This design comes from an exercise in tuning for small area and a short achievable clock period on the open sky130 flow, not from production work.
No activity file was given, so power comes from the tool's default toggle rates.

## v36
==> flow/design.v (excerpt) <==
module foosball_top (
   input  logic                     clk,
   input  logic                     reset,
   input  logic                     stop_ball,
   input  game_types_pkg::rod_btn_t left_btn,
   input  game_types_pkg::rod_btn_t right_btn,
   input  game_types_pkg::pixel_t   pix,
   output game_types_pkg::rgb_t     rgb,
   output logic                     score1,
   output logic                     score2
);
For scale: ~32 I/O pins, about 0.0051 sq mm of cells after synthesis.
==> module game_ctrl, before the edit <==
module game_ctrl (
   input  logic clk,
   input  logic reset,
   input  logic goal_right_mouth,  
   input  logic goal_left_mouth,   
   output logic frame_tick,        
   output logic serve_left,        
   output logic score1,
   output logic score2
);
   logic [7:0] lfsr;
   logic       low_zero;
   assign low_zero = (lfsr[6:0] == 7'd0);
   always_ff @(posedge clk or posedge reset)
   begin
      if (reset)
      begin
         lfsr       <= 8'd0;
         frame_tick <= 1'b1;
      end
      else
      begin
         lfsr       <= {lfsr[6:0], lfsr[7] ^ lfsr[5] ^ lfsr[4] ^ lfsr[3] ^ low_zero};
         frame_tick <= low_zero && lfsr[7];
      end
   end
   always_ff @(posedge clk or posedge reset)
   begin
      if (reset)
      begin
         serve_left <= 1'b0;
         score1     <= 1'b0;
         score2     <= 1'b0;
      end
      else
      begin
         score1 <= goal_right_mouth;
         score2 <= goal_left_mouth;
         if (goal_right_mouth)
            serve_left <= 1'b0;
         else if (goal_left_mouth)
            serve_left <= 1'b1;
      end
   end
endmodule
==> module rod_mover, before the edit <==
module rod_mover (
   input  logic       clk,
   input  logic       reset,
   input  logic       frame_tick,
   input  logic [1:0] btn,           
   output logic [7:0] rod_half       
);
   always_ff @(posedge clk or posedge reset)
   begin
      if (reset)
         rod_half <= 8'd130;
      else if (frame_tick)
      begin
         if (btn[1] && (rod_half > 8'd5))
            rod_half <= rod_half - 8'd5;
         else if (btn[0] && (rod_half < 8'd185))
            rod_half <= rod_half + 8'd5;
      end
   end
endmodule
==> module pixel_renderer, before the edit <==
module pixel_renderer (
   input  logic               clk,
   input  logic               reset,
   input  logic [19:0]        pix,
   input  logic [10:0]        xl,            
   input  logic [10:0]        yl,
   input  logic [7:0]         left_half,
   input  logic [7:0]         right_half,
   output logic [2:0]         rgb
);
   function automatic logic ge8c(input logic [7:0] a, input logic [7:0] b, input logic cin);
      logic c;
      c = cin;
      for (int i = 0; i < 8; i++)
         c = (a[i] & ~b[i]) | ((a[i] | ~b[i]) & c);
      ge8c = c;
   endfunction
   function automatic logic sum_zero6(input logic [5:0] p, input logic [5:0] q, input logic cin);
      logic ok;
      ok = !(p[0] ^ q[0] ^ cin);
      for (int i = 1; i < 6; i++)
         ok = ok & ((p[i] ^ q[i]) == (p[i-1] | q[i-1]));
      sum_zero6 = ok;
   endfunction
   logic [9:0] px;
   logic [8:0] py;
   logic       vo;
   assign px = pix[19:10];
   assign py = pix[9:1];
   assign vo = pix[0];
   logic on_frame, on_left, on_right, on_ball;
   assign on_frame = (py < 9'd5) || (py > 9'd474)
                     || (((py < 9'd140) || (py > 9'd340)) && ((px < 10'd5) || (px > 10'd634)));
   logic [7:0] q, qm;
   logic       q_low;
   assign q     = py[8:1];
   assign qm    = q - 8'd50;
   assign q_low = (q < 8'd50);
   assign on_left  = ge8c(q, left_half, py[0]) && (q_low || !ge8c(qm, left_half, 1'b1))
                     && (px > 10'd5) && (px < 10'd15);
   assign on_right = ge8c(q, right_half, py[0]) && (q_low || !ge8c(qm, right_half, 1'b1))
                     && (px > 10'd625) && (px < 10'd635);
   logic [5:0] ax, ay;             
   logic       hx, hy;
   assign ax = {1'b0, px[4:0]} - {1'b0, xl[4:0]};
   assign ay = {1'b0, py[4:0]} - {1'b0, yl[4:0]};
   assign hx = sum_zero6({1'b0, px[9:5]}, ~xl[10:5], !ax[5]);
   assign hy = sum_zero6({2'b00, py[8:5]}, ~yl[10:5], !ay[5]);
   logic [3:0] adx, ady;
   assign adx = (ax[4] || ax[3]) ? 4'(ax[3:0] - 4'd8) : 4'(4'd8 - ax[3:0]);
   assign ady = (ay[4] || ay[3]) ? 4'(ay[3:0] - 4'd8) : 4'(4'd8 - ay[3:0]);
   logic inx, iny;
   assign inx = hx && (!ax[4] || ax[3:0] == 4'd0);
   assign iny = hy && (!ay[4] || ay[3:0] == 4'd0);
   logic [3:0] wmax;
   always_comb
   begin
      case (ady)
         4'd0:                wmax = 4'd8;
         4'd1, 4'd2, 4'd3:    wmax = 4'd7;
         4'd4, 4'd5:          wmax = 4'd6;
         4'd6:                wmax = 4'd5;
         4'd7:                wmax = 4'd3;
         default:             wmax = 4'd0;
      endcase
   end
   assign on_ball = inx && iny && (adx <= wmax);
   logic       g_next;
   logic [2:0] col_nb_next;
   assign g_next         = vo && !on_frame && !on_left && !on_right;    
   assign col_nb_next[0] = vo && (on_frame || on_left);                 
   assign col_nb_next[1] = vo && !on_left && !on_right;                 
   assign col_nb_next[2] = vo && (on_frame || on_right);                
   logic       ball_q, g_q;
   logic [2:0] col_nb_q;
   always_ff @(posedge clk or posedge reset)
   begin
      if (reset)
      begin
         ball_q   <= 1'b0;
         g_q      <= 1'b0;
         col_nb_q <= 3'b000;
      end
      else
      begin
         ball_q   <= on_ball;
         g_q      <= g_next;
         col_nb_q <= col_nb_next;
      end
   end
   assign rgb = ball_q ? {3{g_q}} : col_nb_q;
endmodule
Settings: LEC_CHECK=0, CAP_MARGIN=20, CORE_MARGIN=2, CORE_UTILIZATION=40, SLEW_MARGIN=20; clock period 13.0 ns.
standard.sh (not shown) runs the stock make flow with config.mk's settings and CLKGATE_MAP_FILE= SYNTH_SCRIPT=/design/flow/synth_recipe.tcl, a recipe that flattens the netlist after the stock synthesis.
==> flow/flow/run.sh <==
#!/bin/bash
# Own layout flow: the standard synthesis, then the combinational logic between the
# registers is mapped again by ABC (registers, their names and cell types are kept as
# the standard synthesis made them): the logic in front of the rgb registers for delay,
# the rest for area. Then the standard layout steps from floorplan to finish.
set -euo pipefail
WORK=$(pwd)
HERE=$(cd "$(dirname "$0")" && pwd)
R=$WORK/orfs/results/$FLOW_PLATFORM/foosball_top/base
LIB=$FLOW_HOME/platforms/$FLOW_PLATFORM/lib/sky130_fd_sc_hd__tt_025C_1v80.lib
YOSYS=$FLOW_HOME/../tools/install/yosys/bin/yosys
[ -x "$YOSYS" ] || YOSYS=$(command -v yosys)

CRIT_SCRIPT=${CRIT_SCRIPT:-abc_speed.script}
REST_SCRIPT=${REST_SCRIPT:-abc_area.script}
LAYOUT_ARGS=()
[ -f "$HERE/flow.env" ] && source "$HERE/flow.env"

# 1. standard synthesis
bash standard.sh synth > "$WORK/log_1_synth.log" 2>&1
cp "$R/1_2_yosys.v" "$WORK/std_1_2_yosys.v"

# 2. remap the combinational logic
python3 "$HERE/genmodels.py" "$LIB" > "$WORK/comb_models.v"
DU=""
for c in $(sed -n '/DONT_USE_CELLS += /,/^$/p' "$FLOW_HOME/platforms/$FLOW_PLATFORM/config.mk" | grep -o 'sky130_fd_sc_hd__[a-z0-9_]*'); do
   DU="$DU -dont_use $c"
done
printf 'set_driving_cell sky130_fd_sc_hd__buf_1\nset_load 5\n' > "$WORK/abc.constr"
cat > "$WORK/remap.ys" <<EOY
read_liberty -lib $LIB
read_verilog $WORK/std_1_2_yosys.v
hierarchy -top $FLOW_TOP
techmap -map $WORK/comb_models.v
techmap
opt -purge
select -set dw c:u_render.* %ci1:+sky130_fd_sc_hd__dfrtp_1[D] w:* %i
select -set crit @dw %ci*:-sky130_fd_sc_hd__dfrtp_1,sky130_fd_sc_hd__dfstp_2
select -set critg @crit t:\$_* %i
abc -liberty $LIB $DU -constr $WORK/abc.constr -script $HERE/$CRIT_SCRIPT @critg
abc -liberty $LIB $DU -constr $WORK/abc.constr -script $HERE/$REST_SCRIPT t:\$_*
opt_clean -purge
chtype -map sky130_fd_sc_hd__clkinv_1 sky130_fd_sc_hd__inv_1
opt_merge -share_all t:sky130_fd_sc_hd__df* %n
opt_clean -purge
hilomap -singleton -hicell sky130_fd_sc_hd__conb_1 HI -locell sky130_fd_sc_hd__conb_1 LO
insbuf -buf sky130_fd_sc_hd__buf_4 A X
splitnets
opt_clean -purge
tee -o $WORK/remap_stat.txt stat -liberty $LIB
check -assert -mapped
write_verilog -noattr -noexpr -nohex -nodec $WORK/remap_1_2_yosys.v
EOY
"$YOSYS" -s "$WORK/remap.ys" > "$WORK/log_2_remap.log" 2>&1
python3 "$HERE/netfix.py" "$WORK/remap_1_2_yosys.v" "$WORK/netfix_1_2_yosys.v" > "$WORK/log_2_netfix.log" 2>&1
cp "$WORK/netfix_1_2_yosys.v" "$R/1_2_yosys.v"
rm -f "$R/1_synth.odb" "$R/1_synth.sdc"

# 3. the standard layout from the remapped netlist
bash standard.sh "${LAYOUT_ARGS[@]}" finish > "$WORK/log_3_layout.log" 2>&1
Other scripts of this flow, unchanged in this note and not shown: flow/flow/abc_area.script, flow/flow/abc_rest.script, flow/flow/abc_speed.script, flow/flow/flow.env, flow/flow/genmodels.py, flow/flow/netfix.py
--- input diff v36..v21 ---
==> flow/design.v, changed modules only <==
module game_ctrl (
   input  logic clk,
   input  logic reset,
   input  logic goal_right_mouth,  
   input  logic goal_left_mouth,   
   output logic frame_tick,        
   output logic serve_left,        
   output logic score1,
   output logic score2
);
   logic [7:0] lfsr;
   logic       low_zero;
   assign low_zero = (lfsr[6:0] == 7'd0);
   always_ff @(posedge clk or posedge reset)
   begin
      if (reset)
      begin
         lfsr       <= 8'd0;
         frame_tick <= 1'b1;
      end
      else
      begin
         lfsr       <= {lfsr[6:0], lfsr[7] ^ lfsr[5] ^ lfsr[4] ^ lfsr[3] ^ low_zero};
         frame_tick <= low_zero && lfsr[7];
      end
   end
   logic goal_q;
   always_ff @(posedge clk or posedge reset)
   begin
      if (reset)
      begin
         serve_left <= 1'b0;
         goal_q     <= 1'b0;
      end
      else
      begin
         goal_q <= goal_right_mouth || goal_left_mouth;
         if (goal_right_mouth)
            serve_left <= 1'b0;
         else if (goal_left_mouth)
            serve_left <= 1'b1;
      end
   end
   assign score1 = goal_q && !serve_left;
   assign score2 = goal_q && serve_left;
endmodule
module rod_mover (
   input  logic       clk,
   input  logic       reset,
   input  logic       frame_tick,
   input  logic [1:0] btn,           
   output logic [7:0] rod_half       
);
   always_ff @(posedge clk or posedge reset)
   begin
      if (reset)
         rod_half <= 8'd130;
      else if (frame_tick)
      begin
         if (btn[1] && (rod_half != 8'd5))         
            rod_half <= rod_half - 8'd5;
         else if (btn[0] && (rod_half != 8'd185))
            rod_half <= rod_half + 8'd5;
      end
   end
endmodule
module pixel_renderer (
   input  logic               clk,
   input  logic               reset,
   input  logic [19:0]        pix,
   input  logic [10:0]        xl,            
   input  logic [10:0]        yl,
   input  logic [7:0]         left_half,
   input  logic [7:0]         right_half,
   output logic [2:0]         rgb
);
   function automatic logic ge8c(input logic [7:0] a, input logic [7:0] b, input logic cin);
      logic c;
      c = cin;
      for (int i = 0; i < 8; i++)
         c = (a[i] & ~b[i]) | ((a[i] | ~b[i]) & c);
      ge8c = c;
   endfunction
   function automatic logic sum_zero6(input logic [5:0] p, input logic [5:0] q, input logic cin);
      logic ok;
      ok = !(p[0] ^ q[0] ^ cin);
      for (int i = 1; i < 6; i++)
         ok = ok & ((p[i] ^ q[i]) == (p[i-1] | q[i-1]));
      sum_zero6 = ok;
   endfunction
   logic [9:0] px;
   logic [8:0] py;
   logic       vo;
   assign px = pix[19:10];
   assign py = pix[9:1];
   assign vo = pix[0];
   logic on_frame, on_left, on_right, on_ball;
   assign on_frame = (py < 9'd5) || (py > 9'd474)
                     || (((py < 9'd140) || (py > 9'd340)) && ((px < 10'd5) || (px > 10'd634)));
   logic [7:0] q, qm;
   logic       q_low;
   assign q     = py[8:1];
   assign qm    = q - 8'd50;
   assign q_low = (q < 8'd50);
   logic [7:0] t_side;
   logic       on_rows;
   assign t_side  = px[9] ? right_half : left_half;
   assign on_rows = ge8c(q, t_side, py[0]) && (q_low || !ge8c(qm, t_side, 1'b1));
   assign on_left  = on_rows && (px > 10'd5) && (px < 10'd15);
   assign on_right = on_rows && (px > 10'd625) && (px < 10'd635);
   logic [5:0] ax, ay;             
   logic       hx, hy;
   assign ax = {1'b0, px[4:0]} - {1'b0, xl[4:0]};
   assign ay = {1'b0, py[4:0]} - {1'b0, yl[4:0]};
   assign hx = sum_zero6({1'b0, px[9:5]}, ~xl[10:5], !ax[5]);
   assign hy = sum_zero6({2'b00, py[8:5]}, ~yl[10:5], !ay[5]);
   logic [3:0] adx, ady;
   assign adx = (ax[4] || ax[3]) ? 4'(ax[3:0] - 4'd8) : 4'(4'd8 - ax[3:0]);
   assign ady = (ay[4] || ay[3]) ? 4'(ay[3:0] - 4'd8) : 4'(4'd8 - ay[3:0]);
   logic inx, iny;
   assign inx = hx && (!ax[4] || ax[3:0] == 4'd0);
   assign iny = hy && (!ay[4] || ay[3:0] == 4'd0);
   logic [3:0] wmax;
   always_comb
   begin
      case (ady)
         4'd0:                wmax = 4'd8;
         4'd1, 4'd2, 4'd3:    wmax = 4'd7;
         4'd4, 4'd5:          wmax = 4'd6;
         4'd6:                wmax = 4'd5;
         4'd7:                wmax = 4'd3;
         default:             wmax = 4'd0;
      endcase
   end
   assign on_ball = inx && iny && (adx <= wmax);
   logic       g_next;
   logic [2:0] col_nb_next;
   assign g_next         = vo && !on_frame && !on_left && !on_right;    
   assign col_nb_next[0] = vo && (on_frame || on_left);                 
   assign col_nb_next[1] = vo && !on_left && !on_right;                 
   assign col_nb_next[2] = vo && (on_frame || on_right);                
   logic       ball_q, g_q;
   logic [2:0] col_nb_q;
   always_ff @(posedge clk or posedge reset)
   begin
      if (reset)
      begin
         ball_q   <= 1'b0;
         g_q      <= 1'b0;
         col_nb_q <= 3'b000;
      end
      else
      begin
         ball_q   <= on_ball;
         g_q      <= g_next;
         col_nb_q <= col_nb_next;
      end
   end
   assign rgb = ball_q ? {3{g_q}} : col_nb_q;
endmodule
==> run notes <==
The lower biggest cell delay along the critical path of v36 and v21 is in v36. On total number of vias, v36 loses to v21. Comparing v36 and v21, the higher worst slack on hold paths was measured on v36. Power drawn by the sequential cells of v21 is on par with v36. Final critical-path required period on v21 is down relative to v36. v21 — largest net degree at the start of global routing about 1.7% lower, v36 as reference. Against v36 as the reference, v21 delivers a lower share of the core filled with cells. Looking at standard cell with the maximum stage delay on the critical path, the o221ai_1 result is from v36; the or4b_1 one comes from v21. Re switching fraction of total power: v21 is 0.84 points up on v36.
No functional check of the RTL was part of any run of this note.

what the ideal ports hide:
The results above use ideal ports. As a check the final layouts listed here were re-extracted and re-timed, cells and wires unchanged.
Step 1, drivers: a clkbuf_16 drives clk and a buf_2 each remaining input, both assumed.
Step 2 moves the port delays by t, midway between the first and last clock arrival at a register: inputs arrive t later, outputs are due t later. That takes back most of the time a late clock gives input paths.
Slacks: ideal ports / drivers / drivers and shift; pairs: ideal ports / drivers.
| run | t (ns) | setup slack, ns | hold WS [ns] |
|---|---|---|---|
| v36 | 0.378 | 9.000 / 9.011 / 8.634 | 0.381 / 0.381 / 0.381 |
| v21 | 0.381 | 9.119 / 9.119 / 8.747 | 0.370 / 0.370 / 0.370 |
After both steps every run listed still meets setup and hold. For v21, which loses most, drivers alone change the setup slack by 0.000 ns; drivers and shift together by -0.372 ns.
